Source: an optimization exercise on an open RTL-to-GDS flow (aim: small area, a short achievable clock period and few clock cycles). Production flows keep margins and buffers that such runs may drop.
The RTL was checked by simulation tests, not by an equivalence proof against the original design.
Power figures rest on the tool's default switching activity, not on a simulated workload.

$ cat design.v
package mfu_pkg;
   localparam int DATA_W   = 32;
   localparam int RSV_ID_W = 4;
   localparam int INSTR_W  = 5;
   localparam logic [INSTR_W-1:0] I_LOAD   = 5'h08;
   localparam logic [INSTR_W-1:0] I_LOADB  = 5'h09;    
   localparam logic [INSTR_W-1:0] I_LOADR  = 5'h0a;
   localparam logic [INSTR_W-1:0] I_INPUT  = 5'h0b;    
   localparam logic [INSTR_W-1:0] I_STORE  = 5'h0c;
   localparam logic [INSTR_W-1:0] I_STOREB = 5'h0d;
   localparam logic [INSTR_W-1:0] I_STORER = 5'h0e;
   localparam logic [INSTR_W-1:0] I_OUTPUT = 5'h0f;
   localparam int SB_DEPTH   = 4;
   localparam int SB_PTR_W   = 2;
   localparam int OS_DEPTH   = 4;
   localparam int OS_PTR_W   = 2;
   localparam int AQ_DEPTH_W = 2;
   localparam int CDB_W    = RSV_ID_W + DATA_W;                    
   localparam int OPND_W   = RSV_ID_W + DATA_W + 1;                
   localparam int ISSUE_W  = RSV_ID_W + INSTR_W + 3 * OPND_W;      
   localparam int AENT_W   = RSV_ID_W + INSTR_W + DATA_W;          
   localparam int COMMIT_W = RSV_ID_W + 1;                         
   localparam int MREQ_W   = RSV_ID_W + INSTR_W + 2 * DATA_W;      
   function automatic logic is_store(input logic [INSTR_W-1:0] op);
      is_store = (op == I_STORE) || (op == I_STOREB) || (op == I_STORER) || (op == I_OUTPUT);
   endfunction
   function automatic logic is_load(input logic [INSTR_W-1:0] op);
      is_load = (op == I_LOAD) || (op == I_LOADB) || (op == I_LOADR) || (op == I_INPUT);
   endfunction
   function automatic logic is_minus(input logic [INSTR_W-1:0] op);
      is_minus = (op == I_LOADB) || (op == I_STOREB);
   endfunction
   function automatic logic [OPND_W-1:0] capture(input logic [OPND_W-1:0] op,
                                                 input logic [CDB_W-1:0] cdb,
                                                 input logic cdb_valid);
      capture = op;
      if (cdb_valid && !op[0] && op[OPND_W-1 -: RSV_ID_W] == cdb[CDB_W-1 -: RSV_ID_W]) begin
         capture = {op[OPND_W-1 -: RSV_ID_W], cdb[DATA_W-1:0], 1'b1};
      end
   endfunction
endpackage
module memory_functional_unit #(
   parameter int NS = 2,     
   parameter int NQ = 1,     
   parameter int EXCL = 0,
   parameter int GOSAFE = 0
) (
   input  logic         clk,
   input  logic         nrst,
   input  logic [119:0] i_issue,
   input  logic         i_issue_valid,
   output logic         o_issue_ready,
   input  logic [35:0]  i_cdb,
   input  logic         i_cdb_valid,
   input  logic [4:0]   i_commit,
   input  logic         i_commit_valid,
   output logic [35:0]  o_cdb,
   output logic         o_cdb_valid,
   input  logic         i_cdb_ready,
   output logic [72:0]  o_mem,
   output logic         o_mem_valid,
   input  logic         i_mem_ready
);
   localparam int SW = (NS > 4) ? 3 : (NS > 2) ? 2 : 1;                 
   localparam int PW = (NS > 4) ? 4 : (NS > 2) ? 3 : (NS > 1) ? 2 : 1;  
   localparam int QW = (NQ > 4) ? 3 : (NQ > 2) ? 2 : 1;
   logic [3:0]  is_rob;
   logic        is_st;
   logic [1:0]  is_lo;
   logic [36:0] is_base, is_off, is_data;
   assign is_rob  = i_issue[119:116];
   assign is_st   = i_issue[113];
   assign is_lo   = i_issue[112:111];
   assign is_base = i_issue[110:74];
   assign is_off  = i_issue[73:37];
   assign is_data = i_issue[36:0];
   logic [3:0]  cdb_tag;
   logic [31:0] cdb_val;
   assign cdb_tag = i_cdb[35:32];
   assign cdb_val = i_cdb[31:0];
   logic [3:0]  sb_rob   [NS];
   logic [1:0]  sb_lo    [NS];
   logic [31:0] sb_addr  [NS];
   logic [31:0] sb_data  [NS];
   logic [3:0]  sb_dtag  [NS];
   logic        sb_dfill [NS];
   logic        sb_pend  [NS];    
   logic        sb_aok   [NS];    
   logic        sb_live  [NS];    
   logic        sb_canc  [NS];    
   logic [PW-1:0] sb_head, sb_tail, sb_cptr;    
   logic [SW-1:0] hd, tl, cp;
   assign hd = (NS > 1) ? sb_head[SW-1:0] : '0;
   assign tl = (NS > 1) ? sb_tail[SW-1:0] : '0;
   assign cp = (NS > 1) ? sb_cptr[SW-1:0] : '0;
   logic [3:0]    q_rob  [NQ];
   logic          q_st   [NQ];
   logic [1:0]    q_lo   [NQ];
   logic [36:0]   q_base [NQ];
   logic [36:0]   q_off  [NQ];
   logic [SW-1:0] q_sbi  [NQ];
   logic [QW-1:0] q_head, q_tail;
   logic [QW:0]   q_cnt;
   logic [QW-1:0] qh;
   assign qh = (NQ > 1) ? q_head : '0;
   logic          a_valid;
   logic [3:0]    a_rob;
   logic          a_st;
   logic [1:0]    a_lo;
   logic [31:0]   a_addr;
   logic [SW-1:0] a_sbi;
   logic          a_off;      
   logic          fr_valid;       
   logic [3:0]    fr_rob;
   logic [SW-1:0] fr_idx;
   logic          st_held;        
   logic [NS-1:0] a_hit;
   logic          a_any;
   logic [SW-1:0] a_hidx;
   logic          a_ld;
   assign a_ld = a_valid && !a_st;
   always_comb begin
      a_any  = 1'b0;
      a_hidx = '0;
      for (int e = 0; e < NS; e++) begin
         a_hit[e] = sb_live[e] && sb_addr[e] == a_addr
                    && !(EXCL == 0 && !sb_pend[e] && tl == e[SW-1:0]);
         if (a_hit[e]) begin
            a_any  = 1'b1;
            a_hidx = e[SW-1:0];
         end
      end
   end
   logic st_ok, st_cand, st_drop, sel_st, ld_offer, mem_take_st, mem_take_ld;
   logic cdb_take, fr_free, a_fwd, a_go;
   assign st_ok   = sb_pend[hd] && (sb_cptr != sb_head) && sb_aok[hd];
   assign st_cand = st_ok && !sb_canc[hd] && sb_dfill[hd];
   assign st_drop = st_ok && sb_canc[hd];
   assign sel_st  = st_cand && (st_held || !a_ld);
   assign ld_offer = a_ld && (!a_any || a_off) && !sel_st;
   assign mem_take_st = sel_st && i_mem_ready;
   assign mem_take_ld = ld_offer && i_mem_ready;
   assign o_mem_valid = sel_st || ld_offer;
   assign o_mem = sel_st ? {sb_rob[hd], 3'b011, sb_lo[hd], sb_addr[hd], sb_data[hd]}
                         : {a_rob, 3'b010, a_lo, a_addr, sb_data[hd]};
   assign o_cdb_valid = fr_valid && sb_dfill[fr_idx];
   assign o_cdb       = {fr_rob, sb_data[fr_idx]};
   assign cdb_take    = o_cdb_valid && i_cdb_ready;
   assign fr_free     = !fr_valid || cdb_take;
   assign a_fwd = a_ld && a_any && !a_off && fr_free;
   assign a_go  = a_valid && (a_st || mem_take_ld || a_fwd);
   logic          qh_ready, q_pop, q_empty, q_full, bypass;
   assign q_empty  = (q_cnt == 0);
   assign q_full   = (q_cnt == NQ);
   assign qh_ready = !q_empty && q_base[qh][0] && q_off[qh][0];
   assign q_pop    = qh_ready && (!a_valid || a_go);
   logic sb_can_alloc, accept, alloc;
   logic a_go_safe, q_pop_safe;
   assign sb_can_alloc  = !sb_pend[tl] && !(fr_valid && fr_idx == tl)
                          && !(EXCL == 1 && a_ld && !a_off && sb_live[tl]);
   assign a_go_safe     = a_st || (GOSAFE == 1 && a_off && !sel_st && i_mem_ready);
   assign q_pop_safe    = qh_ready && (!a_valid || a_go_safe);
   assign o_issue_ready = (!q_full || q_pop_safe) && (sb_can_alloc || !is_st);
   assign accept = i_issue_valid && o_issue_ready;
   assign alloc  = accept && is_st;
   assign bypass = accept && q_empty && is_base[0] && is_off[0] && (!a_valid || a_go);
   logic [31:0] ad_base, ad_off, ad_sum;
   logic        ad_minus;
   always_comb begin
      if (!q_empty) begin
         ad_base  = q_base[qh][32:1];
         ad_off   = q_off[qh][32:1];
         ad_minus = (q_lo[qh] == 2'b01);
      end else begin
         ad_base  = is_base[32:1];
         ad_off   = is_off[32:1];
         ad_minus = (is_lo == 2'b01);
      end
   end
   logic [31:0] ad_b, ad_p, ad_g;
   logic [31:0] pg_g [6];
   logic [31:0] pg_p [6];
   always_comb begin
      ad_b = ad_off ^ {32{ad_minus}};
      ad_p = ad_base ^ ad_b;
      ad_g = ad_base & ad_b;
      pg_g[0]    = ad_g;
      pg_g[0][0] = ad_g[0] | (ad_p[0] & ad_minus);
      pg_p[0]    = ad_p;
      for (int l = 0; l < 5; l++) begin
         for (int i = 0; i < 32; i++) begin
            if (((i >> l) & 1) != 0) begin
               pg_g[l+1][i] = pg_g[l][i] | (pg_p[l][i] & pg_g[l][((i >> l) << l) - 1]);
               pg_p[l+1][i] = pg_p[l][i] & pg_p[l][((i >> l) << l) - 1];
            end else begin
               pg_g[l+1][i] = pg_g[l][i];
               pg_p[l+1][i] = pg_p[l][i];
            end
         end
      end
      ad_sum[0] = ad_p[0] ^ ad_minus;
      for (int i = 1; i < 32; i++) begin
         ad_sum[i] = ad_p[i] ^ pg_g[5][i-1];
      end
   end
   logic commit_st;
   assign commit_st = i_commit_valid && (sb_cptr != sb_tail) && sb_rob[cp] == i_commit[4:1];
   always_ff @(posedge clk) begin
      if (nrst) begin
         for (int e = 0; e < NS; e++) begin
            sb_pend[e] <= 1'b0;
            sb_live[e] <= 1'b0;
         end
         sb_head  <= '0;
         sb_tail  <= '0;
         sb_cptr  <= '0;
         q_head   <= '0;
         q_tail   <= '0;
         q_cnt    <= '0;
         a_valid  <= 1'b0;
         fr_valid <= 1'b0;
         st_held  <= 1'b0;
      end else begin
         for (int e = 0; e < NS; e++) begin
            if (i_cdb_valid && !sb_dfill[e] && sb_dtag[e] == cdb_tag) begin
               sb_data[e]  <= cdb_val;
               sb_dfill[e] <= 1'b1;
            end
         end
         for (int j = 0; j < NQ; j++) begin
            if (i_cdb_valid && !q_base[j][0] && q_base[j][36:33] == cdb_tag) begin
               q_base[j][32:0] <= {cdb_val, 1'b1};
            end
            if (i_cdb_valid && !q_off[j][0] && q_off[j][36:33] == cdb_tag) begin
               q_off[j][32:0] <= {cdb_val, 1'b1};
            end
         end
         if (alloc) begin
            sb_rob[tl]   <= is_rob;
            sb_lo[tl]    <= is_lo;
            sb_dtag[tl]  <= is_data[36:33];
            sb_data[tl]  <= is_data[32:1];
            sb_dfill[tl] <= is_data[0];
            if (i_cdb_valid && !is_data[0] && is_data[36:33] == cdb_tag) begin
               sb_data[tl]  <= cdb_val;
               sb_dfill[tl] <= 1'b1;
            end
            sb_pend[tl] <= 1'b1;
            sb_aok[tl]  <= 1'b0;
            sb_canc[tl] <= 1'b0;
            sb_live[tl] <= 1'b0;
            sb_tail     <= PW'(sb_tail + 1'b1);
         end
         if (accept && !bypass) begin
            q_rob[q_tail]  <= is_rob;
            q_st[q_tail]   <= is_st;
            q_lo[q_tail]   <= is_lo;
            q_sbi[q_tail]  <= tl;
            q_base[q_tail] <= is_base;
            q_off[q_tail]  <= is_off;
            if (i_cdb_valid && !is_base[0] && is_base[36:33] == cdb_tag) begin
               q_base[q_tail][32:0] <= {cdb_val, 1'b1};
            end
            if (i_cdb_valid && !is_off[0] && is_off[36:33] == cdb_tag) begin
               q_off[q_tail][32:0] <= {cdb_val, 1'b1};
            end
            q_tail <= (NQ > 1) ? QW'(q_tail + 1'b1) : '0;
         end
         if (q_pop) begin
            q_head <= (NQ > 1) ? QW'(q_head + 1'b1) : '0;
         end
         q_cnt <= q_cnt + (accept && !bypass) - q_pop;
         if (q_pop) begin
            a_rob  <= q_rob[qh];
            a_st   <= q_st[qh];
            a_lo   <= q_lo[qh];
            a_addr <= ad_sum;
            a_sbi  <= q_sbi[qh];
         end else if (bypass) begin
            a_rob  <= is_rob;
            a_st   <= is_st;
            a_lo   <= is_lo;
            a_addr <= ad_sum;
            a_sbi  <= tl;
         end
         if (q_pop || bypass) begin
            a_valid <= 1'b1;
            a_off   <= 1'b0;
         end else begin
            if (a_go) begin
               a_valid <= 1'b0;
            end
            if (ld_offer && !i_mem_ready) begin
               a_off <= 1'b1;
            end
         end
         if (a_valid && a_st) begin
            for (int e = 0; e < NS; e++) begin
               if (a_hit[e]) begin
                  sb_live[e] <= 1'b0;
               end
            end
            sb_addr[a_sbi] <= a_addr;
            sb_aok[a_sbi]  <= 1'b1;
            sb_live[a_sbi] <= 1'b1;
         end
         if (a_fwd) begin
            fr_rob   <= a_rob;
            fr_idx   <= a_hidx;
            fr_valid <= 1'b1;
         end else if (cdb_take) begin
            fr_valid <= 1'b0;
         end
         if (commit_st) begin
            sb_canc[cp] <= i_commit[0];
            sb_cptr     <= PW'(sb_cptr + 1'b1);
         end
         if (mem_take_st || st_drop) begin
            sb_pend[hd] <= 1'b0;
            sb_head     <= PW'(sb_head + 1'b1);
         end
         if (st_drop) begin
            sb_live[hd] <= 1'b0;
         end
         st_held <= sel_st && !i_mem_ready;
      end
   end
endmodule
$ cat flow/run.sh
#!/bin/bash
# Standard layout, with the port buffers made from the smallest buffer cell.
set -euo pipefail
bash standard.sh "BUFFER_PORTS_ARGS=-buffer_cell sky130_fd_sc_hd__buf_1" finish > standard_make.log 2>&1
$ cat constraint.sdc
create_clock -name core_clock -period 7.0 [get_ports {clk}]
set_input_delay 1.4000 -clock core_clock [delete_from_list [all_inputs] [get_ports {clk}]]
set_output_delay 1.4000 -clock core_clock [all_outputs]
set_load 0.01 [all_outputs]
$ cat standard.sh
#!/bin/bash
# synth_recipe.tcl (not shown) runs the flow's synth.tcl, then flattens the netlist and writes it again
# the make line also repeats each setting of config.mk as NAME=value (left out here)
make -C /OpenROAD-flow-scripts/flow DESIGN_CONFIG=/design/flow/config.mk WORK_HOME=/design/flow/orfs CLKGATE_MAP_FILE= SYNTH_SCRIPT=/design/flow/synth_recipe.tcl "${@:-finish}"
$ cat config.mk
export PLATFORM = sky130hd
export DESIGN_NAME = memory_functional_unit
export DESIGN_NICKNAME = memory_functional_unit
export VERILOG_FILES = /design/flow/design.v
export SDC_FILE = /design/flow/constraint.sdc
export NUM_CORES = 4
export LEC_CHECK = 0
export CAP_MARGIN = 20
export CORE_MARGIN = 2
export CORE_UTILIZATION = 60
export SETUP_SLACK_MARGIN = 3.0
export SLEW_MARGIN = 20
==> impl_results.md, run 1 <==
- Peak VDD IR: between 0.0002 and 0.00025 V
- Grt ovf: 0
- Reg-to-Reg Start: q_cnt[0]$_SDFF_PP0_
- Endpoints failing setup: 0
- Post-synthesis sequential area ratio: 52.3%
- Hold_sp: a_rob[0]$_DFFE_PP_
- CTS sink cnt: 301
- Leak: 7.21 nW
- Count leader, synth: edfxtp_1
- Filler cells: just under 2k
- Sequential Area: 8790 um^2
- Final hold vios: 0
- Fin crit period: 4.23 ns
- Cell Int Power: 0.00486 W
- Post-Synthesis Cells: 1247
- DPL Wire Length: 29.0 mm
- Fmax: 236 MHz
- Slowest-stage cell, CP: edfxtp_1
- Outcome: complete, no violations
- Switching share of power: 33.5%
- GRT met1 Usage: 37.9%
- DRC Markers: 0
- Worst slew pin tran: 1.12 ns
- Post-Syn Area: around 17000 um^2
- DRT Pass-1 Iters: 6
- Power Dens Cells: 359 nW/um^2
- Max incr delay on CP: about 0.52 ns
- CP Cell Sequence: xnor2_2 -> nand4_1 -> or4b_1 -> or4_4 -> a21oi_4 -> o21ai_2 -> buf_2
- RD Place Congestion: 0.906
- Clock share of power: 25.5%
- Setup CP Type: flop to output pin
- Worst-path clk slew: 0.06 ns
- Max Cap Viol: 0
- Largest family of logic cells by synthesized area: multiplexers
- Slew headroom: 25.0%
- Post-Syn Nets: roughly 1.5k
- RSZ-0062 raised after global routing: yes
- Die H: 171 um
- Core footprint: between 20000 and 30000 um^2
- Die Width: around 170 um
- Sequential Power Share: 35.4%
- Synth warnings: 3
- # rows: 61
- Routed vias: 11.3k
- Post-synth EDFFs: 276
- TritonCTS Buffers: 34
- Synth-to-Final Area Change: 20.9%
- Max-slew violations: 0
- Yosys reg bits: 301
- Ratio of cells with drive above 1 in the final layout: 26.7%
- Final Skew: roughly 0.013 ns
- Initial antenna violation count: 2
- Initial Util: 60.6%
- Post-synthesis async set-or-reset flop share: 0%
- Main area contributors after synthesis: edfxtp_1, mux2_2, xnor2_1
- Root Buffer: clkbuf_16
- Logic pwr share: around two fifths
- Finished Cell Area: 20300 um^2
- Netlist cell types: 76
- Buf/Inv on CP: 1
- Switching pwr: 0.00244 W
- Most frequent cells after synthesis: edfxtp_1, mux2_2, xnor2_1, mux2i_1, nand2_1
- Clock latency on the worst-skew pair: 0.51 ns
- Arrival @ worst endpoint: 2.83 ns
- Post-Synth XOR/XNOR Area: 8.47%
- Final wirelength: 42.6 mm
- Area used by multi-input combinational logic: 7980 um^2
- Maximum root-to-sink buffer count: 3
- Post-Synth Adder-Cell Area: 2.90%
- Worst Path Max Fanout: 2
- Vias in the first global route: 10.9k
- First-pass GRT wire length: 62.0 mm
- Delay-heaviest family, CP: simple AND/OR/NAND/NOR gates
- Worst hold-check path type: flop to flop
- Complex-gate fraction of the synthesized area: 5.59%
- Post-DR vias/cell: 5.72
- Worst Path Required: around 5.6 ns
- Iter 0 DRT Violations: 733
- Yosys top cell by area: edfxtp_1
- Die area: 29400 um^2
- Yosys top cell area share: 49.3%
- CP startpoint kind: flop
- Final ANT Viol Nets: 0
- Most used DFF post-synth: edfxtp_1
- Buffers on Ports: 275
- IO Count: 280
- Gr busiest metal: met2
- CP startpoint: a_addr[30]$_DFFE_PP_
- Average cell area after synthesis: approximately 13 um^2
- Global Route Usage Sum: about 28%
- Dpl cell area: 18400 um^2
- CTS tree: done
- Simple-Gate Fraction of Synth Area: 6.66%
- Setup TNS Final: 0 ns
- Nets: 1774
- H-Tree Depth: 2
- Global routing usage on met3: roughly 6.6%
- Largest net degree at the start of global routing: 70
- CP endpoint kind: output pin
- Multiplexer share of the synthesized area: 21.3%
- Final period utilization: 60.5%
- GRT met2 Usage: 46.2%
- DR WL/cell: between 20 and 25 um
[kinds of logic (layout without fill, tap and decap cells)]
| logic type | after synthesis | in the layout |
|---|---|---|
| flip-flops | 301 | 301 |
| multiplexers | 307 | 307 |
| AO/OA/AOI/OAI | 140 | 140 |
| AND/OR/NAND/NOR | 211 | 213 |
| other | 2 | 3 |
| adder cells (fa/ha/maj) | 36 | 36 |
| buffers and inverters | 91 | 438 |
| XOR/XNOR | 159 | 159 |
[layout by cell type, fill, tap and decap left out, types with 11 or more instances in the layout]
cell type,count
a21oi_1,16
buf_1,272
buf_4,47
clkbuf_16,37
dfxtp_1,23
edfxtp_1,276
ha_1,28
inv_1,32
mux2_2,167
mux2_4,61
mux2i_1,79
nand2_1,63
nand3_1,15
nand4_1,25
nor2_1,34
nor3_1,14
o21ai_0,38
o21ai_1,12
xnor2_1,119
xnor2_2,11
xor2_1,26
[routing by layer]
layer / vias up / part of all wire, %
li1: 5329 / -
met1: 5462 / 43
met2: 423 / 47
met3: 76 / 7.6
met4: 2 / 2.8
met5: - / 0.031
[registers in the layout, summed over array words and instances, names as in the netlist, 4 cells and up, named ones only]
| register | count |
|---|---|
| sb_addr | 64 |
| a_rob | 4 |
| q_off | 37 |
| a_addr | 32 |
| sb_rob | 8 |
| q_base | 37 |
| sb_data | 64 |
| sb_lo | 4 |
| fr_rob | 4 |
| sb_dtag | 8 |
| q_rob | 4 |
[power groups by stage]
| stage | sequential [W] | clock, W | combinational (W) |
|---|---|---|---|
| after detailed placement | 0.00262 | 0 | 0.00244 |
| after global placement | 0.00260 | 0 | 0.00240 |
| after CTS | 0.00258 | 0.00189 | 0.00264 |
| final | 0.00258 | 0.00186 | 0.00285 |
| after global routing | 0.00261 | 0.00195 | 0.00309 |
| after floorplan | 0.00254 | 0 | 0.00186 |
[metrics by stage]
step | util (%) | setup slack [ns] | instances | total power, W | hold slack, ns
final | 73.3 | 2.77 | 1975 | 0.00730 | 0.446
after global routing | 73.3 | 2.68 | 1974 | 0.00765 | 0.455
after CTS | 72.3 | 2.66 | 1953 | 0.00711 | 0.448
after detailed placement | 66.3 | 1.78 | 1858 | 0.00506 | 0.434
after global placement | 66.1 | 1.87 | 1856 | 0.00501 | 0.433
after floorplan | - | 2.70 | 1247 | 0.00440 | 0.403
[path summary, 6_finish.rpt]
| kind | endpoint | slack [ns] | depth (start not counted) |
|---|---|---|---|
| setup reg to reg | a_addr[22]$_DFFE_PP_ | 3.02 | 16 |
| hold / removal | fr_rob[0]$_DFFE_PP_ | 0.45 | 0 |
| hold reg to reg | fr_rob[0]$_DFFE_PP_ | 0.45 | 0 |
| setup / recovery | o_mem_valid | 2.77 | 7 |
[timing repair]
action | in CTS | in global routing
pin swaps | 24 | 23
cloned | 3 | 0
hold endpoints to repair | 0 | 0
setup endpoints to repair | 210 | 183
buffers inserted | 30 | 21
hold buffers | 0 | 0
gates resized for setup | 33 | 38
[area by class of cell]
type | instances | share of cell area [%]
well taps | 378 | 2.33
flip-flops and latches | 301 | 43.3
clock buffers | 43 | 4.67
repair buffers | 340 | 8.58
multi-input cells | 857 | 39.3
diodes | 1 | 0.0123
clock inverters | 19 | 1.14
inverters | 36 | 0.702
Testbench counts, summed over its fixed seeds: cycles 9,350.
==> run 2, diff against run 1 <==
--- a/design.v
+++ b/design.v
@@ -82,7 +82,6 @@
    logic [1:0]  sb_lo    [NS];
    logic [31:0] sb_addr  [NS];
    logic [31:0] sb_data  [NS];
-   logic [3:0]  sb_dtag  [NS];
    logic        sb_dfill [NS];
    logic        sb_pend  [NS];    
    logic        sb_aok   [NS];    
@@ -96,8 +95,8 @@
    logic [3:0]    q_rob  [NQ];
    logic          q_st   [NQ];
    logic [1:0]    q_lo   [NQ];
-   logic [36:0]   q_base [NQ];
-   logic [36:0]   q_off  [NQ];
+   logic [32:0]   q_base [NQ];
+   logic [32:0]   q_off  [NQ];
    logic [SW-1:0] q_sbi  [NQ];
    logic [QW-1:0] q_head, q_tail;
    logic [QW:0]   q_cnt;
@@ -160,14 +159,17 @@
                           && !(EXCL == 1 && a_ld && !a_off && sb_live[tl]);
    assign a_go_safe     = a_st || (GOSAFE == 1 && a_off && !sel_st && i_mem_ready);
    assign q_pop_safe    = qh_ready && (!a_valid || a_go_safe);
-   assign o_issue_ready = (!q_full || q_pop_safe) && (sb_can_alloc || !is_st);
+   logic pass_ok;
+   assign pass_ok = !q_empty && !q_st[qh] && !qh_ready && !is_st && is_base[0] && is_off[0];
+   assign o_issue_ready = (!q_full || q_pop_safe || (pass_ok && (!a_valid || a_go_safe)))
+                          && (sb_can_alloc || !is_st);
    assign accept = i_issue_valid && o_issue_ready;
    assign alloc  = accept && is_st;
-   assign bypass = accept && q_empty && is_base[0] && is_off[0] && (!a_valid || a_go);
+   assign bypass = accept && (q_empty || pass_ok) && is_base[0] && is_off[0] && (!a_valid || a_go);
    logic [31:0] ad_base, ad_off, ad_sum;
    logic        ad_minus;
    always_comb begin
-      if (!q_empty) begin
+      if (qh_ready) begin
          ad_base  = q_base[qh][32:1];
          ad_off   = q_off[qh][32:1];
          ad_minus = (q_lo[qh] == 2'b01);
@@ -222,24 +224,23 @@
          st_held  <= 1'b0;
       end else begin
          for (int e = 0; e < NS; e++) begin
-            if (i_cdb_valid && !sb_dfill[e] && sb_dtag[e] == cdb_tag) begin
+            if (i_cdb_valid && !sb_dfill[e] && sb_data[e][3:0] == cdb_tag) begin
                sb_data[e]  <= cdb_val;
                sb_dfill[e] <= 1'b1;
             end
          end
          for (int j = 0; j < NQ; j++) begin
-            if (i_cdb_valid && !q_base[j][0] && q_base[j][36:33] == cdb_tag) begin
-               q_base[j][32:0] <= {cdb_val, 1'b1};
+            if (i_cdb_valid && !q_base[j][0] && q_base[j][4:1] == cdb_tag) begin
+               q_base[j] <= {cdb_val, 1'b1};
             end
-            if (i_cdb_valid && !q_off[j][0] && q_off[j][36:33] == cdb_tag) begin
-               q_off[j][32:0] <= {cdb_val, 1'b1};
+            if (i_cdb_valid && !q_off[j][0] && q_off[j][4:1] == cdb_tag) begin
+               q_off[j] <= {cdb_val, 1'b1};
             end
          end
          if (alloc) begin
             sb_rob[tl]   <= is_rob;
             sb_lo[tl]    <= is_lo;
-            sb_dtag[tl]  <= is_data[36:33];
-            sb_data[tl]  <= is_data[32:1];
+            sb_data[tl]  <= {is_data[32:5], is_data[0] ? is_data[4:1] : is_data[36:33]};
             sb_dfill[tl] <= is_data[0];
             if (i_cdb_valid && !is_data[0] && is_data[36:33] == cdb_tag) begin
                sb_data[tl]  <= cdb_val;
@@ -256,13 +257,13 @@
             q_st[q_tail]   <= is_st;
             q_lo[q_tail]   <= is_lo;
             q_sbi[q_tail]  <= tl;
-            q_base[q_tail] <= is_base;
-            q_off[q_tail]  <= is_off;
+            q_base[q_tail] <= {is_base[32:5], is_base[0] ? is_base[4:1] : is_base[36:33], is_base[0]};
+            q_off[q_tail]  <= {is_off[32:5],  is_off[0]  ? is_off[4:1]  : is_off[36:33],  is_off[0]};
             if (i_cdb_valid && !is_base[0] && is_base[36:33] == cdb_tag) begin
-               q_base[q_tail][32:0] <= {cdb_val, 1'b1};
+               q_base[q_tail] <= {cdb_val, 1'b1};
             end
             if (i_cdb_valid && !is_off[0] && is_off[36:33] == cdb_tag) begin
-               q_off[q_tail][32:0] <= {cdb_val, 1'b1};
+               q_off[q_tail] <= {cdb_val, 1'b1};
             end
             q_tail <= (NQ > 1) ? QW'(q_tail + 1'b1) : '0;
          end
--- a/config.mk
+++ b/config.mk
@@ -5,6 +5,7 @@
 export SDC_FILE = /design/flow/constraint.sdc
 export NUM_CORES = 4
 export LEC_CHECK = 0
+export ABC_AREA = 1
 export CAP_MARGIN = 20
 export CORE_MARGIN = 2
 export CORE_UTILIZATION = 60
==> run 2 against run 1 <==
Still clean on timing, DRC and antenna. Die area grew 1.3%. Flip-flop and latch count shrank 16. Total power shrank 2.0%. Synthesized cell count grew 69%. Clock skew grew 0.0013 ns. Count of clock-buffer cells in the layout grew 1. Maximum frequency grew 5.9%. Register-to-register slack gained 0.16 ns. Largest cell class unchanged.
==> impl_results.md, run 2 <==
- Worst setup margin: 3.00 ns (+0.235 ns)
- Most frequent cells after synthesis: nand2_1, inv_1, edfxtp_1, o21ai_0, nor2_1
- Initial antenna violation count: 1 (-1)
- Global Route Usage Sum: 33.0% (+4.7 points)
- Root Buffer: clkbuf_16
- Yosys top cell area share: 45.9% (-3.5 points)
- Max-slew violations: 0 (unchanged)
- Final hold vios: 0 (unchanged)
- Average cell area after synthesis: 8.06 um^2 (-40%)
- Most common cell after layout, fill and taps aside: nand2_1
- Worst Path Required: 5.60 ns (about the same)
- Die Width: 172 um (+0.64%)
- Largest net degree at the start of global routing: 99 (+41%)
- Worst-path clk slew: 0.06 ns (about the same)
- Post-Synthesis Cells: 2111 (+69%)
- Routed vias: 15.6k (+38%)
- DRT Pass-1 Iters: 5 (-1)
- DR WL/cell: 18.4 um (-14%)
- CP startpoint kind: flop
- Die area: 29700 um^2 (+1.3%)
- Slew headroom: 28.0% (+2.9 points)
- Iter 0 DRT Violations: 1445 (+97%)
- Post-DR vias/cell: 5.61 (-2.0%)
- Post-synthesis sequential area ratio: 48.8% (-3.5 points)
- Peak VDD IR: 0.000222 V (+1.9%)
- Grt ovf: 0 (unchanged)
- Vias in the first global route: 14.2k (+31%)
- Buffers on Ports: 275 (unchanged)
- Final period utilization: 57.1% (-3.4 points)
- Power Dens Cells: 357 nW/um^2 (-0.80%)
- # diodes: 0 (-1)
- Maximum root-to-sink buffer count: 3 (unchanged)
- Post-synthesis async set-or-reset flop share: 0% (unchanged)
- DRC Markers: 0 (unchanged)
- Core footprint: 27900 um^2 (+0.55%)
- RD Place Congestion: 0.936 (+3.3%)
- Post-Syn Area: 17000 um^2 (+1.3%)
- Leak: 8.64 nW (+20%)
- # rows: 61 (unchanged)
- Outcome: complete, no violations
- Worst Path Max Fanout: 8 (+6)
- Worst slew pin tran: 1.08 ns (-0.0440 ns)
- Worst hold-check path type: flop to flop
- Fin crit period: 4.00 ns (-0.235 ns)
- CTS tree: done
- CP endpoint kind: output pin
- Main area contributors after synthesis: edfxtp_1, nand2_1, o21ai_0
- Fmax: 250 MHz (+5.9%)
- Yosys reg bits: 285 (-5.3%)
- Top Registers: sb_addr: 64 flops, sb_data: 64 flops
- Final ANT Viol Nets: 0 (unchanged)
- DP Worst Slack: 2.00 ns (+0.215 ns)
- TritonCTS Buffers: 34 (unchanged)
- Post-synth EDFFs: 260 (-5.8%)
- Clock latency on the worst-skew pair: 0.52 ns (about the same)
- Endpoints failing setup: 0 (unchanged)
- Final wirelength: 51.4 mm (+21%)
- Ratio of cells with drive above 1 in the final layout: 8.52% (-18 points)
- Yosys top cell by area: edfxtp_1
- Setup TNS Final: 0 ns (unchanged)
- Synth warnings: 3 (unchanged)
- CTS sink cnt: 285 (-5.3%)
- Post-Syn Nets: 2315 (+60%)
- DPL Wire Length: 34.4 mm (+18%)
- H-Tree Depth: 2 (unchanged)
- Max Cap Viol: 0 (unchanged)
- Arrival @ worst endpoint: 2.60 ns (-0.23 ns)
- Die H: 172 um (+0.64%)
- Initial Util: 61.1% (+0.47 points)
- Most used DFF post-synth: edfxtp_1
- Count leader, synth: nand2_1
- Commonest non-fill, non-tap cells in the layout: nand2_1, edfxtp_1, buf_1
- Synth-to-Final Area Change: 17.9%
- Nets: 2586 (+46%)
- Netlist cell types: 54 (-29%)
- Setup CP Type: flop to output pin
- Cts hold-fix bufs: 0 (unchanged)
- RSZ-0062 raised after global routing: yes
- Final Skew: 0.0142 ns (+0.00128 ns)
- IO Count: 280 (unchanged)
- First-pass GRT wire length: 74.8 mm (+21%)
run 2: cell types whose count changed after synthesis, moves of 71 or more:
cell / previous run / this run
o21ai_0: 55 / 231
mux2_2: 168 / 2
xnor2_1: 127 / 28
nand2_1: 65 / 768
inv_1: 36 / 262
mux2i_1: 79 / 8
run 2: worst max-delay path, stage by stage, from the launching register on:
cell and delay (ns):
dfxtp_4 0.39, mux2i_1 0.34, nor3_2 0.09, nand2_1 0.14, buf_12 0.13, clkinvlp_4 0.29
buf_6 0.27, o21ai_1 0.24, buf_2 0.19
run 2: routing by layer:
metal,wire length [um],up-vias,GRT usage [%]
li1,-,7455,-
met1,19700,7207,42.0
met2,24500,799,54.9
met3,4850,143,6.71
met4,2330,2,14.1
met5,13,-,0
run 2: final timing paths:
| kind | from | to | slack (ns) | cells past startpoint |
|---|---|---|---|---|
| worst max register to register | q_off[0][0]$_SDFFE_PP1P_ | a_addr[16]$_DFFE_PP_ | 3.18 | 20 |
| worst min register to register | a_rob[3]$_DFFE_PP_ | fr_rob[3]$_DFFE_PP_ | 0.45 | 0 |
| worst min-delay path | a_rob[3]$_DFFE_PP_ | fr_rob[3]$_DFFE_PP_ | 0.45 | 0 |
| worst max-delay path | flop | o_mem[56] | 3.00 | 8 |
run 2: cells by family after synthesis:
group | synth area share [%]
other | 0.0441
AO/OA/AOI/OAI | 12.7
AND/OR/NAND/NOR | 22.3
flip-flops | 48.8
XOR/XNOR | 4.01
adder cells (fa/ha/maj) | 2.87
buffers and inverters | 8.72
multiplexers | 0.603
run 2: through the flow:
step                std cells  power [W]  area [um^2]  utilization, %  hold WS (ns)
detailed placement       2688    0.00514        18300            65.9         0.434
global route             2784    0.00759        20100            72.0         0.462
floorplan                2111    0.00442        17100               -         0.419
finish                   2784    0.00715        20100            72.0         0.448
global placement         2688    0.00504        18300            65.9         0.434
CTS                      2761    0.00696        19700            70.6         0.447
run 2: what timing repair did:
| action | in CTS | in global routing |
|---|---|---|
| resized for setup | 28 | 58 |
| setup buffers | 11 | 16 |
| pin swaps | 3 | 10 |
| endpoints found under the setup margin | 54 | 99 |
| cloned | 2 | 7 |
run 2: where the power goes:
group / internal (W) / switching (W)
Sequential: 0.00227 / 0.000172
Combinational: 0.00107 / 0.00189
Clock: 0.00104 / 0.000699
Total: 0.00439 / 0.00276
run 2: area by class of cell:
type                    instances  area, um^2
clock buffers                  44         962
clock inverters                16         126
fillers                      2167        7790
inverters                     266        1000
multi-input cells            1464        7510
flip-flops and latches        285        8320
well taps                     378         473
repair buffers                331        1670
Testbench counts of run 2, summed over its fixed seeds: cycles 9,134.
==> run 3, diff against run 2 <==
--- a/config.mk
+++ b/config.mk
@@ -5,9 +5,8 @@
 export SDC_FILE = /design/flow/constraint.sdc
 export NUM_CORES = 4
 export LEC_CHECK = 0
-export ABC_AREA = 1
 export CAP_MARGIN = 20
 export CORE_MARGIN = 2
 export CORE_UTILIZATION = 60
-export SETUP_SLACK_MARGIN = 3.0
+export SETUP_SLACK_MARGIN = 3.3
 export SLEW_MARGIN = 20
==> run 3 against run 2 <==
Hold slack gained 0.00085 ns. Count of clock-buffer cells in the layout is 2 lower. Synthesized cell count shrank 38%. Combinational power down 14%. Utilization increased by 3.4 points. Design area up 0.45%. Clock skew is 0.0042 ns lower. Total power down 9.5%. Critical path type unchanged. Critical endpoint is now o_mem_valid.
==> impl_results.md, run 3 <==
- Main area contributors after synthesis: edfxtp_1, mux2_2, xnor2_1
- Worst hold-check path type: flop to flop
- Final wirelength: 45.6 mm (-11%)
- Top Registers: sb_addr: 64 flops, sb_data: 64 flops
- Switching share of power: 34.4% (-4.2 points)
- Endpoints failing setup: 0 (unchanged)
- Slew headroom: 35.0% (+7.0 points)
- Worst-path clk slew: 0.06 ns (about the same)
- Max incr delay on CP: 0.55 ns (+0.16 ns)
- Count leader, synth: edfxtp_1
- Commonest non-fill, non-tap cells in the layout: buf_1, edfxtp_1, mux2_2
- Ratio of cells with drive above 1 in the final layout: 26.3% (+18 points)
- Yosys top cell area share: 48.2% (+2.4 points)
- Netlist cell types: 70 (+30%)
- Post-Syn Nets: 1507 (-35%)
- WL met2: 22.3 mm (-9.1%)
- DR WL/cell: 22.6 um (+23%)
- Post-synth EDFFs: 260 (unchanged)
- Yosys top cell by area: edfxtp_1
- Arrival @ worst endpoint: 2.81 ns (+0.21 ns)
- Slowest-stage cell, CP: or4b_4
- Die H: 168 um (-2.4%)
- Initial Util: 60.6% (-0.52 points)
- Routed vias: 11.9k (-24%)
- Cell Int Power: 0.00424 W (-3.4%)
- Peak VDD IR: 0.000222 V (+0.25%)
- Clock share of power: 23.5% (-0.8 points)
- DRT Pass-1 Iters: 5 (unchanged)
- Final ANT Viol Nets: 0 (unchanged)
- Final Skew: 0.0100 ns (-0.00416 ns)
- Logic pwr share: 39.4% (-2.1 points)
- Fin util: 75.4% (+3.4 points)
- DRT met1 WL: 18.6 mm (-5.2%)
- Post-DR vias/cell: 5.89 (+5.2%)
- Fmax: 237 MHz (-5.1%)
- CP Cell Sequence: xor2_2 -> nor4_2 -> nand4_1 -> or4b_4 -> o311ai_4 -> nand2_1 -> buf_2
- RD Place Congestion: 0.951 (+1.6%)
- Power Dens Cells: 321 nW/um^2 (-9.9%)
- Root Buffer: clkbuf_16
- Filler cells: 1833 (-15%)
- IO Count: 280 (unchanged)
- Nets: 1847 (-29%)
- Synth warnings: 3 (unchanged)
- Worst Path Max Fanout: 5 (-3)
- Grt ovf: 0 (unchanged)
- Global Route Usage Sum: 29.9% (-3.1 points)
- Setup TNS Final: 0 ns (unchanged)
- Clock latency on the worst-skew pair: 0.56 ns (+0.04 ns)
- RSZ-0062 raised after global routing: yes
- Maximum root-to-sink buffer count: 3 (unchanged)
- Delay-heaviest family, CP: simple AND/OR/NAND/NOR gates
- Outcome: complete, no violations
- Post-synthesis sequential area ratio: 51.3% (+2.5 points)
- Most used DFF post-synth: edfxtp_1
- Post-synthesis async set-or-reset flop share: 0% (unchanged)
- Initial antenna violation count: 4 (+3)
- Max-slew violations: 0 (unchanged)
- Die Width: 168 um (-2.4%)
- First-pass GRT wire length: 65.2 mm (-13%)
- Most common cell after layout, fill and taps aside: buf_1
- Average cell area after synthesis: 12.4 um^2 (+54%)
- Leak: 7.14 nW (-17%)
- Fin crit period: 4.21 ns (+0.213 ns)
- Worst Path Required: 5.60 ns (about the same)
- Setup CP Type: flop to output pin
- Final hold vios: 0 (unchanged)
- CP endpoint kind: output pin
- Final period utilization: 60.2% (+3.0 points)
- DRC Markers: 0 (unchanged)
- Sequential Power Share: 37.1% (+2.9 points)
- DPL Wire Length: 28.2 mm (-18%)
- Post-Synthesis Cells: 1303 (-38%)
- Yosys reg bits: 285 (unchanged)
- Core footprint: 26700 um^2 (-4.1%)
- Worst slew pin tran: 0.966 ns (-0.114 ns)
- Vias in the first global route: 11.6k (-19%)
- CTS tree: done
- Max Cap Viol: 0 (unchanged)
- DR WL met3: 2.97 mm (-39%)
- TritonCTS Buffers: 31 (-8.8%)
- Largest net degree at the start of global routing: 49 (-51%)
- Iter 0 DRT Violations: 935 (-35%)
- Post-Syn Area: 16200 um^2 (-4.9%)
- H-Tree Depth: 1 (-1)
- Switching pwr: 0.00223 W (-19%)
- Buf/Inv on CP: 1 (-3)
- Buffers on Ports: 275 (unchanged)
- Synth-to-Final Area Change: 24.5%
- Most frequent cells after synthesis: edfxtp_1, mux2_2, nand2_1, xnor2_1, mux2i_1
- Uppermost layer routed: met4
- CP startpoint kind: flop
- # rows: 60 (-1.6%)
- Die area: 28300 um^2 (-4.8%)
- CTS sink cnt: 285 (unchanged)
## run 3: final cells by class
type | count | area, um^2 | area share [%]
flip-flops and latches | 285 | 8320 | 41.3
multi-input cells | 935 | 8200 | 40.7
repair buffers | 361 | 2150 | 10.7
clock buffers | 42 | 857 | 4.25
well taps | 341 | 427 | 2.12
inverters | 29 | 109 | 0.540
clock inverters | 15 | 76.3 | 0.379
diodes | 5 | 12.5 | 0.0621
## run 3: final timing paths
kind | cells past startpoint | slack (ns) | endpoint | from
max | 7 | 2.79 | o_mem_valid | a_addr[5]$_DFFE_PP_
min | 0 | 0.45 | fr_rob[0]$_DFFE_PP_ | a_rob[0]$_DFFE_PP_
max reg2reg | 17 | 3.19 | a_addr[11]$_DFFE_PP_ | q_cnt[1]$_SDFF_PP0_
min reg2reg | 0 | 0.45 | fr_rob[0]$_DFFE_PP_ | a_rob[0]$_DFFE_PP_
## run 3: cells by family (layout without fill, tap and decap cells)
kind of cell	Yosys count	in the layout	share of synthesized area [%]
flops	285	285	51.3
compound gates	132	134	5.55
xor+xnor	161	161	8.71
mux	290	290	19.6
simple gates	307	312	9.27
fa+ha+maj	36	36	3.01
other cells	2	7	0.0464
buf+inv	90	447	2.54
## run 3: what timing repair did
| action | CTS | global route |
|---|---|---|
| buffers inserted | 38 | 23 |
| gates resized for setup | 90 | 49 |
| gates cloned | 8 | 10 |
| hold buffers | 0 | 0 |
| pin swaps | 32 | 23 |
| endpoints found under the setup margin | 379 | 259 |
## run 3: worst register-to-register path: cells and delay by family, from the launching register on
kind	cells	cell delay [ns]
AO/OA/AOI/OAI	5	1.09
XOR/XNOR	2	0.19
adder cells (fa/ha/maj)	1	0.20
buffers and inverters	3	0.61
flip-flops	1	0.34
AND/OR/NAND/NOR	6	1.13
## run 3: power by group through the flow
stage | registers, W | clock network, W | logic, W
2_1_floorplan | 0.00237 | 0 | 0.00152
3_3_place_gp | 0.00243 | 0 | 0.00197
3_5_place_dp | 0.00244 | 0 | 0.00200
4_1_cts | 0.00239 | 0.00153 | 0.00229
5_1_grt | 0.00242 | 0.00159 | 0.00276
6_report | 0.00240 | 0.00152 | 0.00255
## run 3: stage by stage
| stage | total power, W | cell area [um^2] | setup WS (ns) | instances | hold slack (ns) |
|---|---|---|---|---|---|
| 3_3_place_gp | 0.00439 | 17800 | 2.09 | 1871 | 0.430 |
| 6_report | 0.00647 | 20200 | 2.79 | 2013 | 0.448 |
| 5_1_grt | 0.00677 | 20100 | 2.68 | 2008 | 0.454 |
| 3_5_place_dp | 0.00444 | 17800 | 2.10 | 1872 | 0.431 |
| 4_1_cts | 0.00622 | 19600 | 2.80 | 1975 | 0.446 |
| 2_1_floorplan | 0.00389 | 16600 | 2.90 | 1303 | 0.403 |
## run 3: metal layers
layer	GRT usage, %	up-vias
met2	50.9	459
met1	39.2	5786
met4	9.78	0
met3	5.10	105
met5	0	-
li1	-	5516
==> run 4, diff against run 3 <==
--- a/config.mk
+++ b/config.mk
@@ -5,6 +5,7 @@
 export SDC_FILE = /design/flow/constraint.sdc
 export NUM_CORES = 4
 export LEC_CHECK = 0
+export ABC_AREA = 1
 export CAP_MARGIN = 20
 export CORE_MARGIN = 2
 export CORE_UTILIZATION = 60
==> run 4 against run 3 <==
Hold slack improved by 0.0044 ns. Area after synthesis rose by 5.1%. Die area rose by 5.0%. Synthesized cell count rose by 62%. Highest routed layer unchanged. Routed wire length rose by 16%. Register-to-register slack got worse by 0.09 ns. Global-route usage rose by 3.9 points. Combinational power rose by 43%.
==> impl_results.md, run 4 <==
- Outcome: complete, no violations
- Largest net degree at the start of global routing: 72 (+47%)
- Yosys top cell by area: edfxtp_1
- CTS tree: done
- Leak: 9.08 nW (+27%)
- Fin crit period: 3.97 ns (-0.242 ns)
- Yosys top cell area share: 45.9% (-2.4 points)
- Worst hold-check path type: flop to flop
- Finished Cell Area: 20900 um^2 (+3.5%)
- Vias in the first global route: 14.6k (+26%)
- Post-DR vias/cell: 5.61 (-4.9%)
- Hold_sp: a_rob[0]$_DFFE_PP_
- Top Registers: sb_addr: 64 flops, sb_data: 64 flops
- Final period utilization: 56.7% (-3.5 points)
- Most used DFF post-synth: edfxtp_1
- Synth-to-Final Area Change: 22.5%
- Max incr delay on CP: 0.39 ns (-0.16 ns)
- Root Buffer: clkbuf_16
- RD Place Congestion: 0.975 (+2.5%)
- DR WL/cell: 18.8 um (-17%)
- Worst Path Required: 7.32 ns (+1.72 ns)
- Post-Synthesis Cells: 2111 (+62%)
- Hold slack: 0.453 ns (+0.00440 ns)
- Synth warnings: 3 (unchanged)
- Ratio of cells with drive above 1 in the final layout: 14.2% (-12 points)
- Final ANT Viol Nets: 0 (unchanged)
- DR WL met3: 4.20 mm (+42%)
- Slowest-stage cell, CP: ha_1
- Post-synth EDFFs: 260 (unchanged)
- CP endpoint kind: flop
- Post-Syn Nets: 2315 (+54%)
- DRT met1 WL: 20.7 mm (+11%)
- Post-synthesis sequential area ratio: 48.8% (-2.5 points)
- Worst Path Max Fanout: 14 (+9)
- CP startpoint kind: primary input
- DPL Wire Length: 34.3 mm (+22%)
- # rows: 61 (+1.7%)
- WL met2: 25.5 mm (+15%)
- Fmax: 252 MHz (+6.1%)
- Final hold vios: 0 (unchanged)
- H-Tree Depth: 1 (unchanged)
- Uppermost layer routed: met4
- Main area contributors after synthesis: edfxtp_1, nand2_1, o21ai_0
- Worst slew pin tran: 1.09 ns (+0.126 ns)
- Grt ovf: 0 (unchanged)
- Count leader, synth: nand2_1
- Post-Syn Area: 17000 um^2 (+5.1%)
- Maximum root-to-sink buffer count: 3 (unchanged)
- Global Route Usage Sum: 33.8% (+3.9 points)
- Power Dens Cells: 372 nW/um^2 (+16%)
- Peak VDD IR: 0.000250 V (+12%)
- Cts hold-fix bufs: 0 (unchanged)
- Initial Util: 61.1% (+0.52 points)
- Worst-path clk slew: 0.06 ns (about the same)
- First-pass GRT wire length: 77.0 mm (+18%)
- Routed vias: 15.8k (+33%)
- Reg-to-Reg Start: q_cnt[0]$_SDFF_PP0_
- Post-synthesis async set-or-reset flop share: 0% (unchanged)
- Max-slew violations: 0 (unchanged)
- Filler cells: 2088 (+14%)
- CP Cell Sequence: buf_8 -> nand3b_1 -> o31ai_4 -> buf_12 -> buf_12 -> xor2_1 -> ha_1 -> nand2_1 -> nor3_1 -> inv_1 -> nor3_2 -> inv_1 -> nor3_1 -> nand2_4 -> nand3_1 -> nand2_1
- Most frequent cells after synthesis: nand2_1, inv_1, edfxtp_1, o21ai_0, nor2_1
- Dpl cell area: 18300 um^2 (+3.1%)
- Most common cell after layout, fill and taps aside: nand2_1
- Slew headroom: 27.2% (-7.8 points)
- RSZ-0062 raised after global routing: yes
- Nets: 2618 (+42%)
- Die H: 172 um (+2.5%)
- DRC Markers: 0 (unchanged)
- Endpoints failing setup: 0 (unchanged)
- Die area: 29700 um^2 (+5.0%)
- Iter 0 DRT Violations: 1770 (+89%)
- Fin util: 74.9% (-0.54 points)
- Final wirelength: 52.9 mm (+16%)
- Max Cap Viol: 0 (unchanged)
- Setup TNS Final: 0 ns (unchanged)
- CP startpoint: i_issue[112]
- Yosys reg bits: 285 (unchanged)
- CTS sink cnt: 285 (unchanged)
- TritonCTS Buffers: 31 (unchanged)
- DRT Pass-1 Iters: 6 (+1)
- Final Skew: 0.0237 ns (+0.0137 ns)
- Core footprint: 27900 um^2 (+4.2%)
- Clock latency on the worst-skew pair: 0.57 ns (about the same)
- Arrival @ worst endpoint: 4.29 ns (+1.48 ns)
- Buffers on Ports: 275 (unchanged)
- Commonest non-fill, non-tap cells in the layout: nand2_1, edfxtp_1, inv_1
- Setup CP Type: primary input to flop
- Average cell area after synthesis: 8.06 um^2 (-35%)
- Initial antenna violation count: 1 (-3)
- Die Width: 172 um (+2.5%)
- IO Count: 280 (unchanged)
- Netlist cell types: 54 (-23%)
run 4: cells by family after synthesis:
group / synth area share, %
AOI/OAI and AO/OA: 12.7
xor gates and xnor gates: 4.01
adders and majority gates: 2.87
buffers and inverters: 8.72
DFF: 48.8
muxes: 0.603
other: 0.0441
and+or+nand+nor: 22.3
run 4: final cells by class:
type	count	area (um^2)	area share, %
flip-flops and latches	285	8320	39.9
multi-input cells	1463	7850	37.6
repair buffers	364	2120	10.1
inverters	266	1030	4.96
clock buffers	41	853	4.09
well taps	378	473	2.27
clock inverters	17	188	0.900
repair inverters	3	23.8	0.114
diodes	1	2.50	0.0120
run 4: stage by stage:
step	cells	setup slack, ns	power [W]
2_1_floorplan	2111	2.64	0.00442
3_3_place_gp	2688	2.11	0.00507
3_5_place_dp	2688	1.97	0.00516
4_1_cts	2795	3.17	0.00726
5_1_grt	2817	2.95	0.00816
6_report	2818	3.03	0.00777
run 4: repair_timing:
action / 4_1_cts / 5_1_grt
pin swaps: 29 / 41
setup endpoints to repair: 134 / 143
buffers inserted: 42 / 18
cloned: 7 / 4
gates resized for setup: 154 / 127
run 4: layer usage:
layer | vias to the layer above | track usage (%)
li1 | 7540 | -
met1 | 7393 | 43.1
met2 | 724 | 57.3
met3 | 147 | 4.94
met4 | 0 | 15.1
met5 | - | 0
run 4: worst paths after layout:
kind	slack, ns	cells after the start	to
worst max-delay path	3.03	16	a_addr[29]$_DFFE_PP_
worst min-delay path	0.45	0	fr_rob[0]$_DFFE_PP_
worst max register to register	3.10	19	a_addr[29]$_DFFE_PP_
worst min register to register	0.45	0	fr_rob[0]$_DFFE_PP_
run 4: power breakdown:
| group | total, W | switching [W] | internal (W) |
|---|---|---|---|
| logic | 0.00364 | 0.00223 | 0.00141 |
| registers | 0.00245 | 0.000173 | 0.00228 |
| clock network | 0.00168 | 0.000681 | 0.00100 |
run 4: worst max-delay path, delay by kind of cell:
kind | cells | cell delay [ns]
adder cells (fa/ha/maj) | 1 | 0.39
AO/OA/AOI/OAI | 1 | 0.10
AND/OR/NAND/NOR | 8 | 1.46
buffers and inverters | 5 | 0.82
XOR/XNOR | 1 | 0.08
==> run 5, diff against run 4 <==
--- a/config.mk
+++ b/config.mk
@@ -5,9 +5,8 @@
 export SDC_FILE = /design/flow/constraint.sdc
 export NUM_CORES = 4
 export LEC_CHECK = 0
-export ABC_AREA = 1
 export CAP_MARGIN = 20
 export CORE_MARGIN = 2
 export CORE_UTILIZATION = 60
-export SETUP_SLACK_MARGIN = 3.3
+export SETUP_SLACK_MARGIN = 3.0
 export SLEW_MARGIN = 20
==> run 5 against run 4 <==
Non-clock buffer count decreased by 21. Design area decreased by 6.6%. Die area decreased by 4.8%. Maximum frequency decreased by 6.4%. Area after synthesis decreased by 4.9%. Clock power decreased by 5%. Flip-flop and latch count unchanged. Routed wire length decreased by 20%. Register-to-register slack got worse by 0.03 ns. Final cell count decreased by 29%. Largest cell class unchanged.
==> impl_results.md, run 5 <==
- Post-DR vias/cell: 5.78 (+3.1%)
- Yosys top cell by area: edfxtp_1
- Maximum root-to-sink buffer count: 3 (unchanged)
- Most frequent cells after synthesis: edfxtp_1, mux2_2, nand2_1, xnor2_1, mux2i_1
- IO Count: 280 (unchanged)
- Worst-path clk slew: 0.06 ns (about the same)
- Dpl cell area: 17600 um^2 (-3.9%)
- Average cell area after synthesis: 12.4 um^2 (+54%)
- Power Dens Cells: 326 nW/um^2 (-13%)
- Top Registers: sb_addr: 64 flops, sb_data: 64 flops
- Initial antenna violation count: 5 (+4)
- Yosys top cell area share: 48.2% (+2.4 points)
- Final cell count without fillers: 1988 (-29%)
- Post-Synthesis Cells: 1303 (-38%)
- Count leader, synth: edfxtp_1
- Yosys reg bits: 285 (unchanged)
- Reg-to-Reg Start: q_base[0][0]$_SDFFE_PP1P_
- Post-Syn Area: 16200 um^2 (-4.9%)
- CP endpoint kind: output pin
- # rows: 60 (-1.6%)
- Main area contributors after synthesis: edfxtp_1, mux2_2, xnor2_1
- Setup CP Type: flop to output pin
- Leak: 6.86 nW (-24%)
- DRC Markers: 0 (unchanged)
- CTS tree: done
- Grt ovf: 0 (unchanged)
- Final period utilization: 60.5% (+3.8 points)
- Worst Path Required: 5.60 ns (-1.72 ns)
- Fmax: 236 MHz (-6.4%)
- Post-synth EDFFs: 260 (unchanged)
- Post-synthesis async set-or-reset flop share: 0% (unchanged)
- Worst hold-check path type: flop to flop
- Largest net degree at the start of global routing: 52 (-28%)
- Final wirelength: 42.6 mm (-20%)
- Finished Cell Area: 19500 um^2 (-6.6%)
- RR Endpoint: a_addr[30]$_DFFE_PP_
- Power Total: 0.00634 W (-18%)
- Vias in the first global route: 11.5k (-22%)
- Reg2Reg Setup Slack: 3.07 ns (-0.03 ns)
- Max incr delay on CP: 0.56 ns (+0.17 ns)
- H-Tree Depth: 1 (unchanged)
- Slew headroom: 32.0% (+4.8 points)
- CP startpoint: a_addr[22]$_DFFE_PP_
- RSZ-0062 raised after global routing: yes
- Final ANT Viol Nets: 0 (unchanged)
- Die H: 168 um (-2.4%)
- Clock latency on the worst-skew pair: 0.56 ns (about the same)
- Arrival @ worst endpoint: 2.84 ns (-1.45 ns)
- Final Skew: 0.0121 ns (-0.0116 ns)
- Routed vias: 11.5k (-27%)
- Synth warnings: 3 (unchanged)
- Iter 0 DRT Violations: 760 (-57%)
- Commonest non-fill, non-tap cells in the layout: buf_1, edfxtp_1, mux2_2
- DR WL/cell: 21.4 um (+14%)
- Netlist cell types: 70 (+30%)
- Peak VDD IR: 0.000223 V (-11%)
- Hold slack: 0.454 ns (+0.00145 ns)
- RD Place Congestion: 0.981 (+0.65%)
- Worst slew pin tran: 1.01 ns (-0.0820 ns)
- Ratio of cells with drive above 1 in the final layout: 23.9% (+9.7 points)
- Endpoints failing setup: 0 (unchanged)
- Setup TNS Final: 0 ns (unchanged)
- DPL Wire Length: 28.7 mm (-16%)
- Max-slew violations: 0 (unchanged)
- Final hold vios: 0 (unchanged)
- Synth-to-Final Area Change: 20.3%
- Post-Syn Nets: 1507 (-35%)
- Core footprint: 26700 um^2 (-4.1%)
- CTS sink cnt: 285 (unchanged)
- Die Width: 168 um (-2.4%)
- # placed instances: 1872 (-30%)
- Root Buffer: clkbuf_16
- Nets: 1826 (-30%)
- R2R depth: 18 (-1)
- Most common cell after layout, fill and taps aside: buf_1
- Initial Util: 60.6% (-0.52 points)
- Global Route Usage Sum: 28.7% (-5.1 points)
- Worst Setup EP: o_mem_valid
- Worst Path Max Fanout: 2 (-12)
- TritonCTS Buffers: 31 (unchanged)
- DRT Pass-1 Iters: 6 (unchanged)
- CP startpoint kind: flop
- Post-synthesis sequential area ratio: 51.3% (+2.5 points)
- Buffers on Ports: 275 (unchanged)
- Slowest-stage cell, CP: or4b_4
- Fin crit period: 4.24 ns (+0.269 ns)
- CP Cell Sequence: xor2_1 -> nor4_2 -> nand4_1 -> or4b_4 -> o311ai_4 -> nand2_1 -> buf_2
- Most used DFF post-synth: edfxtp_1
- First-pass GRT wire length: 62.6 mm (-19%)
- Outcome: complete, no violations
- Die area: 28300 um^2 (-4.8%)
- Max Cap Viol: 0 (unchanged)
[run 5: cells by family (layout without fill, tap and decap cells)]
kind of cell    count (synthesis)  in the layout  share of synthesized area (%)
xor+xnor                      161            161                           8.71
other cells                     2              5                         0.0464
flops                         285            285                           51.3
mux                           290            290                           19.6
fa+ha+maj                      36             36                           3.01
compound gates                132            132                           5.55
buf+inv                        90            427                           2.54
simple gates                  307            311                           9.27
[run 5: through the flow]
stage / utilization, % / worst slack [ns]
after floorplan: - / 2.94
after global routing: 72.8 / 2.66
after detailed placement: 66.0 / 1.91
after global placement: 65.9 / 1.96
after CTS: 70.7 / 2.78
final: 72.9 / 2.76
[run 5: repair_timing]
item | 4_1_cts | 5_1_grt
resized for setup | 23 | 46
pin swaps | 11 | 23
endpoints found under the setup margin | 166 | 239
setup buffers | 13 | 37
hold buffers | 0 | 0
gates cloned | 2 | 5
[run 5: worst max-delay path: cells and delay by family, from the launching register on]
kind	cells	cell delay, ns
DFF	1	0.49
AOI/OAI and AO/OA	1	0.25
buffers and inverters	1	0.17
xor gates and xnor gates	1	0.20
and+or+nand+nor	4	1.18
[run 5: how the worst min path moves through the flow]
stage	startpoint	endpoint	slack, ns	depth (start not counted)
after floorplan	sb_tail[0]$_SDFFE_PP0N_	q_sbi[0]$_DFFE_PP_	0.40	0
after global placement	a_rob[3]$_DFFE_PP_	fr_rob[3]$_DFFE_PP_	0.43	0
after detailed placement	a_rob[1]$_DFFE_PP_	fr_rob[1]$_DFFE_PP_	0.44	0
after CTS	a_rob[1]$_DFFE_PP_	fr_rob[1]$_DFFE_PP_	0.45	0
after global routing	a_rob[1]$_DFFE_PP_	fr_rob[1]$_DFFE_PP_	0.46	0
final	a_rob[0]$_DFFE_PP_	fr_rob[0]$_DFFE_PP_	0.45	0
[run 5: area by class of cell]
type	count	area [um^2]
diodes	3	7.51
clock buffers	39	816
clock inverters	16	159
fillers	1954	7250
inverters	29	109
multi-input cells	932	7880
flip-flops and latches	285	8320
well taps	341	427
repair buffers	343	1760
[run 5: power breakdown]
group | total (W) | internal, W | switching [W]
Combinational | 0.00235 | 0.00106 | 0.00130
Sequential | 0.00240 | 0.00222 | 0.000179
Clock | 0.00159 | 0.000929 | 0.000661
[run 5: metal layers]
| layer | up-vias | share of wire, % | track usage (%) |
|---|---|---|---|
| met1 | 5565 | 42 | 36.4 |
| li1 | 5454 | - | - |
| met4 | 4 | 2.7 | 8.36 |
| met3 | 76 | 6.9 | 5.95 |
| met5 | - | 0.070 | 0 |
| met2 | 395 | 48 | 49.8 |
==> run 6, diff against run 5 <==
--- a/design.v
+++ b/design.v
@@ -139,9 +139,11 @@
    assign ld_offer = a_ld && (!a_any || a_off) && !sel_st;
    assign mem_take_st = sel_st && i_mem_ready;
    assign mem_take_ld = ld_offer && i_mem_ready;
-   assign o_mem_valid = sel_st || ld_offer;
-   assign o_mem = sel_st ? {sb_rob[hd], 3'b011, sb_lo[hd], sb_addr[hd], sb_data[hd]}
-                         : {a_rob, 3'b010, a_lo, a_addr, sb_data[hd]};
+   assign o_mem_valid = a_ld ? (st_held || a_off || !a_any) : st_cand;
+   logic out_ld;
+   assign out_ld = a_ld && !st_held;
+   assign o_mem = out_ld ? {a_rob, 3'b010, a_lo, a_addr, sb_data[hd]}
+                         : {sb_rob[hd], 3'b011, sb_lo[hd], sb_addr[hd], sb_data[hd]};
    assign o_cdb_valid = fr_valid && sb_dfill[fr_idx];
    assign o_cdb       = {fr_rob, sb_data[fr_idx]};
    assign cdb_take    = o_cdb_valid && i_cdb_ready;
--- a/config.mk
+++ b/config.mk
@@ -5,8 +5,9 @@
 export SDC_FILE = /design/flow/constraint.sdc
 export NUM_CORES = 4
 export LEC_CHECK = 0
+export ABC_AREA = 1
 export CAP_MARGIN = 20
 export CORE_MARGIN = 2
 export CORE_UTILIZATION = 60
-export SETUP_SLACK_MARGIN = 3.0
+export SETUP_SLACK_MARGIN = 2.5
 export SLEW_MARGIN = 20
==> run 6 against run 5 <==
Sequential power is 2% higher. Global-route usage grew 3.9 points. Total power rose by 12%. Clock power rose by 16%. Utilization is 3.2 points lower. Combinational power is 19% higher. Synthesized cell count is 69% higher. Flip-flop and latch count unchanged. Via count up 36%. Area after synthesis increased by 8.0%. Critical endpoint is now o_mem[37].
==> impl_results.md, run 6 <==
- Core footprint: 28700 um^2 (+7.4%)
- Peak VDD IR: 0.000209 V (-6.1%)
- Initial Util: 60.9% (+0.32 points)
- Yosys top cell by area: edfxtp_1
- Largest net degree at the start of global routing: 73 (+40%)
- Global Route Usage Sum: 32.5% (+3.9 points)
- Endpoints failing setup: 0 (unchanged)
- Buffers on Ports: 275 (unchanged)
- DR WL met3: 4.09 mm (+40%)
- TritonCTS Buffers: 31 (unchanged)
- Worst-path clk slew: 0.06 ns (about the same)
- Reg-to-Reg Start: q_off[0][0]$_SDFFE_PP1P_
- Count leader, synth: nand2_1
- Max Cap Viol: 0 (unchanged)
- IO Count: 280 (unchanged)
- Max incr delay on CP: 0.48 ns (-0.08 ns)
- Ratio of cells with drive above 1 in the final layout: 5.24% (-19 points)
- DRC Markers: 0 (unchanged)
- Clock latency on the worst-skew pair: 0.58 ns (+0.02 ns)
- Sequential Power Share: 34.4% (-3.4 points)
- DR WL/cell: 17.6 um (-18%)
- CTS tree: done
- Sequential Area: 8310 um^2 (about the same)
- Final Skew: 0.0159 ns (+0.00385 ns)
- Yosys reg bits: 285 (unchanged)
- Final wirelength: 50.2 mm (+18%)
- Worst hold-check path type: flop to flop
- Leak: 8.60 nW (+25%)
- Post-DR vias/cell: 5.49 (-5.1%)
- Reg2Reg Setup Slack: 2.86 ns (-0.21 ns)
- Commonest non-fill, non-tap cells in the layout: nand2_1, buf_1, inv_1
- DRT met1 WL: 20.7 mm (+15%)
- Final hold vios: 0 (unchanged)
- Root Buffer: clkbuf_16
- Main area contributors after synthesis: edfxtp_1, nand2_1, o21ai_0
- Yosys top cell area share: 44.7% (-3.6 points)
- Slew headroom: 42.3% (+10 points)
- R2R depth: 20 (+2)
- Hold_sp: sb_aok[0]$_DFF_P_
- Grt ovf: 0 (unchanged)
- Netlist cell types: 55 (-21%)
- Area used by multi-input combinational logic: 7730 um^2 (-1.9%)
- DP Worst Slack: 1.81 ns (-0.101 ns)
- Maximum root-to-sink buffer count: 3 (unchanged)
- Post-synthesis async set-or-reset flop share: 0% (unchanged)
- Most used DFF post-synth: edfxtp_1
- Initial antenna violation count: 4 (-1)
- Die area: 30500 um^2 (+7.8%)
- Logic pwr share: 39.5% (+2.4 points)
- First-pass GRT wire length: 78.1 mm (+25%)
- Cell Int Power: 0.00438 W (+4.3%)
- Die H: 175 um (+3.8%)
- Worst Path Required: 5.60 ns (about the same)
- RR Endpoint: a_addr[17]$_DFFE_PP_
- CP startpoint kind: flop
- Setup CP Type: flop to output pin
- Worst slew pin tran: 0.866 ns (-0.144 ns)
- RD Place Congestion: 0.932 (-5.1%)
- Post-synthesis sequential area ratio: 47.5% (-3.8 points)
- Switching share of power: 38.2% (+4.5 points)
- DPL Wire Length: 36.6 mm (+28%)
- Routed vias: 15.6k (+36%)
- Synth warnings: 3 (unchanged)
- Worst Path Max Fanout: 64 (+62)
- CTS sink cnt: 285 (unchanged)
- Die Width: 175 um (+3.8%)
- Outcome: complete, no violations
- Uppermost layer routed: met5
- H-Tree Depth: 1 (unchanged)
- Slowest-stage cell, CP: o21ai_0
- Final ANT Viol Nets: 0 (unchanged)
[run 6: cell types whose count changed in the layout (fill, tap and decap cells not counted), sizes merged, moves of 20 or more]
cell / previous run / this run
o21ai: 50 / 274
buf: 338 / 299
mux2i: 78 / 9
nor2: 44 / 95
mux2: 212 / 1
o211ai: 5 / 25
nand2: 144 / 802
xnor2: 100 / 39
nand3: 14 / 82
inv: 30 / 271
[run 6: power by group through the flow]
stage          clock network [W]  registers, W  logic [W]
4_1_cts                  0.00186       0.00244    0.00275
3_3_place_gp                   0       0.00246    0.00265
2_1_floorplan                  0       0.00241    0.00203
6_report                 0.00185       0.00244    0.00280
3_5_place_dp                   0       0.00248    0.00271
5_1_grt                  0.00192       0.00247    0.00317
[run 6: final cells by class]
type	count	area share, %
flip-flops and latches	285	41.6
multi-input cells	1547	38.7
repair buffers	299	6.33
inverters	272	5.15
clock buffers	36	4.18
well taps	384	2.40
clock inverters	22	1.64
diodes	2	0.0250
[run 6: worst max-delay path: cells and delay by family, from the launching register on]
| kind | cells | cell delay (ns) |
|---|---|---|
| buffers and inverters | 3 | 0.74 |
| flip-flops | 1 | 0.39 |
| AND/OR/NAND/NOR | 2 | 0.68 |
| AO/OA/AOI/OAI | 1 | 0.48 |
[run 6: how the worst max path moves through the flow]
stage / startpoint / end / cells past startpoint
global route: i_issue[112] / a_addr[31]$_DFFE_PP_ / 20
CTS: i_issue[112] / a_addr[16]$_DFFE_PP_ / 20
finish: a_st$_DFFE_PP_ / o_mem[37] / 6
global placement: i_issue[112] / a_addr[31]$_DFFE_PP_ / 19
detailed placement: i_issue[112] / a_addr[31]$_DFFE_PP_ / 19
floorplan: i_issue[112] / a_addr[17]$_DFFE_PP_ / 19
[run 6: metrics by stage]
| stage | hold WS, ns | power (W) | cell area [um^2] | std cells | util [%] |
|---|---|---|---|---|---|
| 4_1_cts | 0.456 | 0.00705 | 19900 | 2844 | 69.4 |
| 3_3_place_gp | 0.434 | 0.00511 | 18700 | 2783 | 65.2 |
| 3_5_place_dp | 0.442 | 0.00519 | 18700 | 2783 | 65.2 |
| 2_1_floorplan | 0.419 | 0.00444 | 17500 | 2200 | - |
| 5_1_grt | 0.468 | 0.00755 | 20000 | 2845 | 69.6 |
| 6_report | 0.457 | 0.00710 | 20000 | 2847 | 69.6 |
[run 6: timing repair]
action / 4_1_cts / 5_1_grt
setup endpoints to repair: 17 / 55
setup buffers: 3 / 1
resized for setup: 5 / 12
pin swaps: 1 / 1
[run 6: metal layers]
layer / vias up / track usage (%)
met5: - / 0
li1: 7667 / -
met2: 691 / 53.2
met4: 2 / 12.7
met1: 7143 / 43.4
met3: 113 / 5.79
[run 6: cells by family after synthesis]
kind of cell | after synthesis | share of synthesized area (%)
simple gates | 1031 | 23.8
compound gates | 377 | 12.0
buf+inv | 368 | 8.68
flops | 285 | 47.5
xor+xnor | 91 | 4.56
fa+ha+maj | 36 | 2.79
mux | 10 | 0.580
other cells | 2 | 0.0430
Testbench counts of run 6, summed over its fixed seeds: cycles 9,134.

-- re-timing with driven ports --
The flow's constraints put no driver on any port. The routed layouts listed below were extracted and timed again, unchanged, in two steps.
Step 1 sets driving cells, clkbuf_16 on the clock port and buf_2 on the other inputs (assumed; they add their load-dependent delay and slew).
Step 2 adds t to the input delays and takes it off the output delays; t is the mean of the earliest and latest rising clock arrival at the registers after step 1. Input paths then give back, and output paths get back, about the clock's delay inside the block.
Slacks: no drivers / after step 1 / after step 2; pairs: no drivers / after step 1.
| run | shift t [ns] | setup WS [ns] | worst register clock-pin slew, ns |
|---|---|---|---|
| run 1 | 0.556 | 2.767 / 2.714 / 2.275 | 0.06 / 0.06 |
| run 2 | 0.562 | 3.002 / 2.949 / 2.519 | 0.06 / 0.06 |
| run 3 | 0.611 | 2.789 / 2.737 / 2.501 | 0.06 / 0.06 |
| run 4 | 0.609 | 3.031 / 3.034 / 2.424 | 0.07 / 0.07 |
| run 5 | 0.603 | 2.762 / 2.711 / 2.409 | 0.06 / 0.06 |
| run 6 | 0.618 | 2.714 / 2.663 / 2.168 | 0.07 / 0.07 |
After both steps every run listed still meets setup and hold. The setup slack of run 4, which loses most, moves by +0.003 ns with the drivers and by -0.607 ns with both steps.
